What follows belongs to an exercise in optimizing a design on an open flow for small area, a short achievable clock period and few clock cycles per item; a production flow would make more cautious choices. In this exercise RTL edits were held to simulation tests only and were not proved equivalent to the original. Power is estimated from default activity; no workload was simulated.

Design ldpc_dec_top, start of the top module:
module ldpc_dec_top (
  input  logic         clk,
  input  logic         rst,
  input  logic         cyc,
  input  logic         stb,
  input  logic         we,
  input  logic [7:0]   adr,
  input  logic [31:0]  dat_w,
  output logic [31:0]  dat_r,
  output logic         ack
);
  localparam int NW   = 20;
  localparam int ND   = 18;
  localparam int NG   = 2;              
  localparam int GS   = ND / NG;        
  localparam int PIPE = 1;              
  logic [7:0]     w [NW];
  logic           ready, run;
  logic [GS:0]    ring;                 
  logic [GS-1:0]  rph;                  
  logic [GS-1:0]  wph;                  
  logic           wlast;                
  logic           req, wr, lo_ok, is_stat, go;
  logic [NW-1:0]  asel, sel;
  logic [7:0]     gm [NG];
  logic [7:0]     gq [NG];
  logic [7:0]     gf [NG];
  logic [7:0]     rw, rd;
  assign req     = cyc & stb;
  assign ack     = req;
  assign wr      = req & we;
  assign is_stat = adr == 8'h41;
  assign go      = wr & (adr == 8'h40) & dat_w[0];
  assign lo_ok = (adr[7:5] == 3'b000) & ~run;
  always_comb begin
    for (int i = 0; i < NW; i++)
      asel[i] = lo_ok & (adr[4:0] == 5'(i));
  end
  assign rph   = ring[GS-1:0] | GS'(go);
  assign wph   = ring[GS:1];
  assign wlast = ring[GS];
  ...
Size in the first run: about 1200 cells after synthesis, roughly 190 flip-flops, about 78 I/O pins, about 10000 um^2 of cells after synthesis.
clock: 4.0 ns
lec_check: 0
abc_area: 1
cap_margin: 20
core_margin: 2
core_utilization: 45
cts_buf_list: sky130_fd_sc_hd__clkbuf_4 sky130_fd_sc_hd__clkbuf_8
setup_slack_margin: 1.25
slew_margin: 20
run.sh (not shown) runs the stock make flow with config.mk's settings and CLKGATE_MAP_FILE= SYNTH_SCRIPT=/design/flow/synth_recipe.tcl, a recipe that flattens the netlist after the stock synthesis.
The first run finished clean.
Testbench counts at the start, summed over its fixed seeds: cycles 2,944, items 64.
Edit:
Settings changed: CORE_UTILIZATION 45 to 50, SETUP_SLACK_MARGIN 1.25 to 1.5.
Effect: The changed run produced a clean layout. Register-to-register slack barely changes. Wire length stays flat. Utilization rose by 7.7 points. Die area fell by 9.8%. Maximum frequency rose by 1.6%.

## v16
ldpc_dec_top, a different RTL version from the one above (not shown whole).
## ldpc_dec_top
module ldpc_dec_top (
  input  logic         clk,
  input  logic         rst,
  input  logic         cyc,
  input  logic         stb,
  input  logic         we,
  input  logic [7:0]   adr,
  input  logic [31:0]  dat_w,
  output logic [31:0]  dat_r,
  output logic         ack
);
clock: 4.0 ns
lec_check: 0
abc_area: 1
cap_margin: 20
core_margin: 2
core_utilization: 40
setup_slack_margin: 2.0
slew_margin: 20
synth_hierarchical: 1
synth_minimum_keep_size: 0
v16 completed end to end with timing, DRC and antenna clean.
Testbench counts of v16, summed over its fixed seeds: cycles 3,008, items 64.
> inputs changed (v16 -> v13)
diff --git a/flow/config.mk b/flow/config.mk
--- a/flow/config.mk
+++ b/flow/config.mk
@@ -12 +12 @@
-export SETUP_SLACK_MARGIN = 2.0
+export SETUP_SLACK_MARGIN = 1.5
Results
- v13 and v16 ended up with roughly the same insertion delay of the later-clocked pin in the worst-skew pair.
- Of v13 and v16, the lower number of cells upsized or downsized after cts belongs to v16.
- Against v16, v13 comes in 19% lower on count of non-CTS buffers in the layout.
- Higher post-route worst hold slack among v13 and v16: v16
- Across both runs, area used by multi-input combinational logic was lower for v13 than for v16.
- v16 → v13: arrival time at the worst endpoint increased 0.11 ns, multi-input combinational cell count ~0 delta.
- The number of vias per cell of v13 falls short of that of v16 by about 1.4%.
- Setup slack in v13 is smaller than in v16.
- Looking only at area added between synthesis and finish, and setting everything else aside, the lower value of v13 and v16 goes to v13.
- Compared with v16, v13 shows a critical path depth that is 2 higher.

Another version of the RTL of ldpc_dec_top (not shown whole).
Size: roughly 1200 cells after synthesis, about 190 flip-flops, about 78 I/O pins, roughly 10000 sq um of cells after synthesis.
make LEC_CHECK=0 ABC_AREA=1 CAP_MARGIN=20 CORE_MARGIN=2 CORE_UTILIZATION=50 CTS_BUF_LIST='sky130_fd_sc_hd__clkbuf_4 sky130_fd_sc_hd__clkbuf_8' PLACE_DENSITY=0.75 SETUP_SLACK_MARGIN=1.5 SLEW_MARGIN=20 finish   # period 4.0 ns
Testbench counts at the start, summed over its fixed seeds: cycles 3,008, items 64.
Change:
--- a/flow/config.mk
+++ b/flow/config.mk
@@ -11,5 +11,4 @@
 export CORE_UTILIZATION = 50
 export CTS_BUF_LIST = sky130_fd_sc_hd__clkbuf_4 sky130_fd_sc_hd__clkbuf_8
-export PLACE_DENSITY = 0.75
 export SETUP_SLACK_MARGIN = 1.5
 export SLEW_MARGIN = 20
What happened: Synthesized area stays the same. Combinational power decreases by 9.2%. First-iteration DRC count shrinks by 33%. Utilization drops by 2.5 points. Total power fell by 1.5%. Clock-buffer cell count does not change.
Change:
==> flow/config.mk (replaced) <==
export PLATFORM = sky130hd
export DESIGN_NAME = ldpc_dec_top
export DESIGN_NICKNAME = ldpc_dec_top
export VERILOG_FILES = /design/flow/design.v
export SDC_FILE = /design/flow/constraint.sdc
export NUM_CORES = 4
export LEC_CHECK = 0
export ABC_CLOCK_PERIOD_IN_PS = 1500
export CAP_MARGIN = 20
export CORE_MARGIN = 2
export CORE_UTILIZATION = 40
export SETUP_SLACK_MARGIN = 1.5
export SLEW_MARGIN = 20
Result: Hold slack is better by 0.015 ns; setup slack is worse by 0.45 ns; via count came out higher by 1.2%.
Change:
--- a/flow/config.mk
+++ b/flow/config.mk
@@ -6,8 +6,8 @@
 export NUM_CORES = 4
 export LEC_CHECK = 0
-export ABC_CLOCK_PERIOD_IN_PS = 1500
+export ABC_AREA = 1
 export CAP_MARGIN = 20
 export CORE_MARGIN = 2
 export CORE_UTILIZATION = 40
-export SETUP_SLACK_MARGIN = 1.5
+export SETUP_SLACK_MARGIN = 1.0
 export SLEW_MARGIN = 20
Outcome: Register-to-register slack improved by 0.91 ns; global-route usage fell by 0.43 points; wire length shrinks by a few percent; final area went down by a few percent.

## quartz
ldpc_dec_top again, from the RTL that the note above started with.
clock: 4.0 ns
lec_check: 0
cap_margin: 20
core_margin: 2
core_utilization: 40
setup_slack_margin: 1.5
slew_margin: 20
Testbench counts of quartz, summed over its fixed seeds: cycles 3,008, items 64.
The following lists how zinc was set up differently from quartz:
Settings: swapping 40 for 50 in CORE_UTILIZATION; swapping 1.5 for 2.5 in SETUP_SLACK_MARGIN; putting CTS_BUF_LIST at sky130_fd_sc_hd__clkbuf_4 sky130_fd_sc_hd__clkbuf_8 where nothing was set; putting ABC_AREA at 1 where nothing was set.
### Flow results
zinc vs. quartz: proportion of total power due to net switching increased by 2.1 points relative to the old numbers, cell area increased by about 10% relative to the old numbers. Final worst hold slack ends up higher on zinc. From quartz to zinc the numbers moved as follows: count of clock-net buffers in the final layout moved down; cell count after synthesis now larger. Diff quartz..zinc | adder and majority cell fraction of the synthesized area | negligible. Compare quartz and zinc | sequential-to-total area share from yosys stat higher: zinc. Max freq quartz -> zinc: improved. Compared to quartz, the router laid down more metal wire for zinc. Lower final-layout non-clock buffer area share among quartz and zinc: quartz.
Changes in juniper relative to zinc:
Settings: a change of SETUP_SLACK_MARGIN from 2.5 to 1.5; a deleted CTS_BUF_LIST that had been sky130_fd_sc_hd__clkbuf_4 sky130_fd_sc_hd__clkbuf_8.
--- outcome ---
juniper | stages: all done | timing, DRC, antenna: all pass
Min share of total power in the clock network across juniper and zinc: zinc
The summed area of non-filler cells in the final layout of juniper is lower than that of zinc.
Number of cells in the finished layout apart from fillers for juniper is lower than for zinc.
Combinational group share of total power was higher in the run labelled zinc.
Share of the cycle needed by the critical path after routing ends up higher on zinc.
Changes observed in juniper relative to zinc: net switching fraction of the power fell 2.4 points; wire length fell 11%; ratio of routed vias to standard cells fell about 3.8%; row count about even; number of buffers inserted by post-CTS setup repair fell 54%.
Input-level comparison between yarrow and juniper:
Settings: putting CTS_BUF_LIST at sky130_fd_sc_hd__clkbuf_4 sky130_fd_sc_hd__clkbuf_8 where nothing was set; swapping 50 for 58 in CORE_UTILIZATION.
Findings:
- In yarrow the number of cells on the critical path turned out 7 higher than in juniper.
- The lower arrival time reported for the critical path endpoint came out of juniper.
- The final reports for yarrow and juniper show relative area change from synthesis to final layout lower in the former.
- Changes observed in yarrow relative to juniper: detailed placer's ending HPWL decreased about 4.4%, portion of total power attributed to sequential cells higher, top achievable clock speed went down by 14 MHz, proportion of power drawn by combinational gates now sits higher.
- As of yarrow, routed wire length had risen by a few percent compared to juniper.

Another version of the RTL of ldpc_dec_top (not shown whole).
Size: ~170 flip-flops, about 78 I/O pins, about 0.011 mm² of cells after synthesis.
export LEC_CHECK = 0
export CAP_MARGIN = 20
export CORE_MARGIN = 2
export CORE_UTILIZATION = 40
export SLEW_MARGIN = 20
create_clock -name core_clock -period 4.0 [get_ports {clk}]
The baseline finished but failed the layout checks on negative setup slack.
Testbench counts at the start, summed over its fixed seeds: cycles 2,944, items 64.
Next try:
- ABC_AREA: unset -> 1
Result: The new run passed the timing, DRC and antenna checks; wire length drops by 35%; worst setup slack improves by 0.32 ns; first-iteration DRC count shrinks by 54%; clock-buffer cell count drops by 1; via count went down by 24%; power shrinks by 5.6%; utilization decreases by 7.9 points; area after synthesis shrinks by 9.6%.

Another version of the RTL of ldpc_dec_top (not shown whole).
For scale: roughly 78 I/O pins.
export LEC_CHECK = 0
export ABC_AREA = 1
export CAP_MARGIN = 20
export CORE_MARGIN = 2
export CORE_UTILIZATION = 40
export SETUP_SLACK_MARGIN = 1.0
export SLEW_MARGIN = 20
create_clock -name core_clock -period 4.0 [get_ports {clk}]
The first run completed without violations.
Testbench counts at the start, summed over its fixed seeds: cycles 3,008, items 64.
Next try:
- SETUP_SLACK_MARGIN: 1.0 -> unset
Effect: Routed wire length fell by a few percent; global-route usage shrinks by 1.4 points; cell count came out lower slightly; clock power barely changes; sequential cell count is unchanged; sequential share of layout area grows by 1.9 points; non-clock buffer count fell by 31; critical path depth increases by 1; area after synthesis stays the same; die area does not change.

re-timing with driven ports:
In the flow no input, the clock included, has a driving cell. The finished layouts below were timed again as built, in two steps. Step 1 sets driving cells, clkbuf_16 on the clock port and buf_2 on the other inputs (assumed; they add their load-dependent delay and slew). Step 2, shift: input delay + t, output delay - t, t = (earliest + latest rising clock arrival at the registers) / 2. This alone moves slack from input paths to output paths. Three values: no drivers, after step 1, after step 2; two values: the first two.
run	t, ns	slack for setup (ns)	worst hold slack (ns)	worst register clock-pin slew, ns	cell pins on the clock port's net
the first run of note 1	0.493	0.556 / 0.513 / 0.513	0.488 / 0.488 / 0.488	0.10 / 0.10	1
the second run of note 1	0.485	0.611 / 0.574 / 0.574	0.488 / 0.488 / 0.488	0.11 / 0.11	1
v16	0.459	0.624 / 0.577 / 0.332	0.483 / 0.483 / 0.483	0.07 / 0.07	1
v13	0.465	0.514 / 0.483 / 0.483	0.470 / 0.470 / 0.470	0.07 / 0.07	1
the first run of note 3	0.508	0.527 / 0.465 / 0.151	0.471 / 0.471 / 0.471	0.10 / 0.10	1
the second run of note 3	0.501	0.634 / 0.575 / 0.575	0.465 / 0.465 / 0.465	0.11 / 0.11	1
the third run of note 3	0.470	0.183 / 0.145 / -0.246	0.480 / 0.480 / 0.480	0.08 / 0.08	1
the fourth run of note 3	0.477	0.631 / 0.593 / 0.593	0.466 / 0.466 / 0.466	0.08 / 0.08	1
quartz	0.470	0.183 / 0.145 / -0.246	0.480 / 0.480 / 0.480	0.08 / 0.08	1
zinc	0.508	0.506 / 0.472 / 0.472	0.497 / 0.497 / 0.497	0.11 / 0.11	1
juniper	0.473	0.617 / 0.545 / 0.545	0.463 / 0.463 / 0.463	0.07 / 0.07	1
yarrow	0.488	0.445 / 0.406 / -0.038	0.483 / 0.483 / 0.483	0.10 / 0.10	1
the first run of note 5	0.481	-0.205 / -0.248 / -0.659	0.558 / 0.558 / 0.558	0.08 / 0.08	1
the second run of note 5	0.472	0.113 / 0.085 / -0.285	0.499 / 0.499 / 0.499	0.07 / 0.07	1
the first run of note 6	0.483	0.497 / 0.454 / 0.475	0.465 / 0.465 / 0.465	0.09 / 0.09	1
the second run of note 6	0.475	0.080 / 0.057 / 0.057	0.464 / 0.464 / 0.464	0.08 / 0.08	1
With both steps, setup timing fails in the third run of note 3, quartz, yarrow and the second run of note 5, where it was met with ideal ports. For yarrow, which loses most, drivers alone change the setup slack by -0.039 ns; drivers and shift together by -0.483 ns.
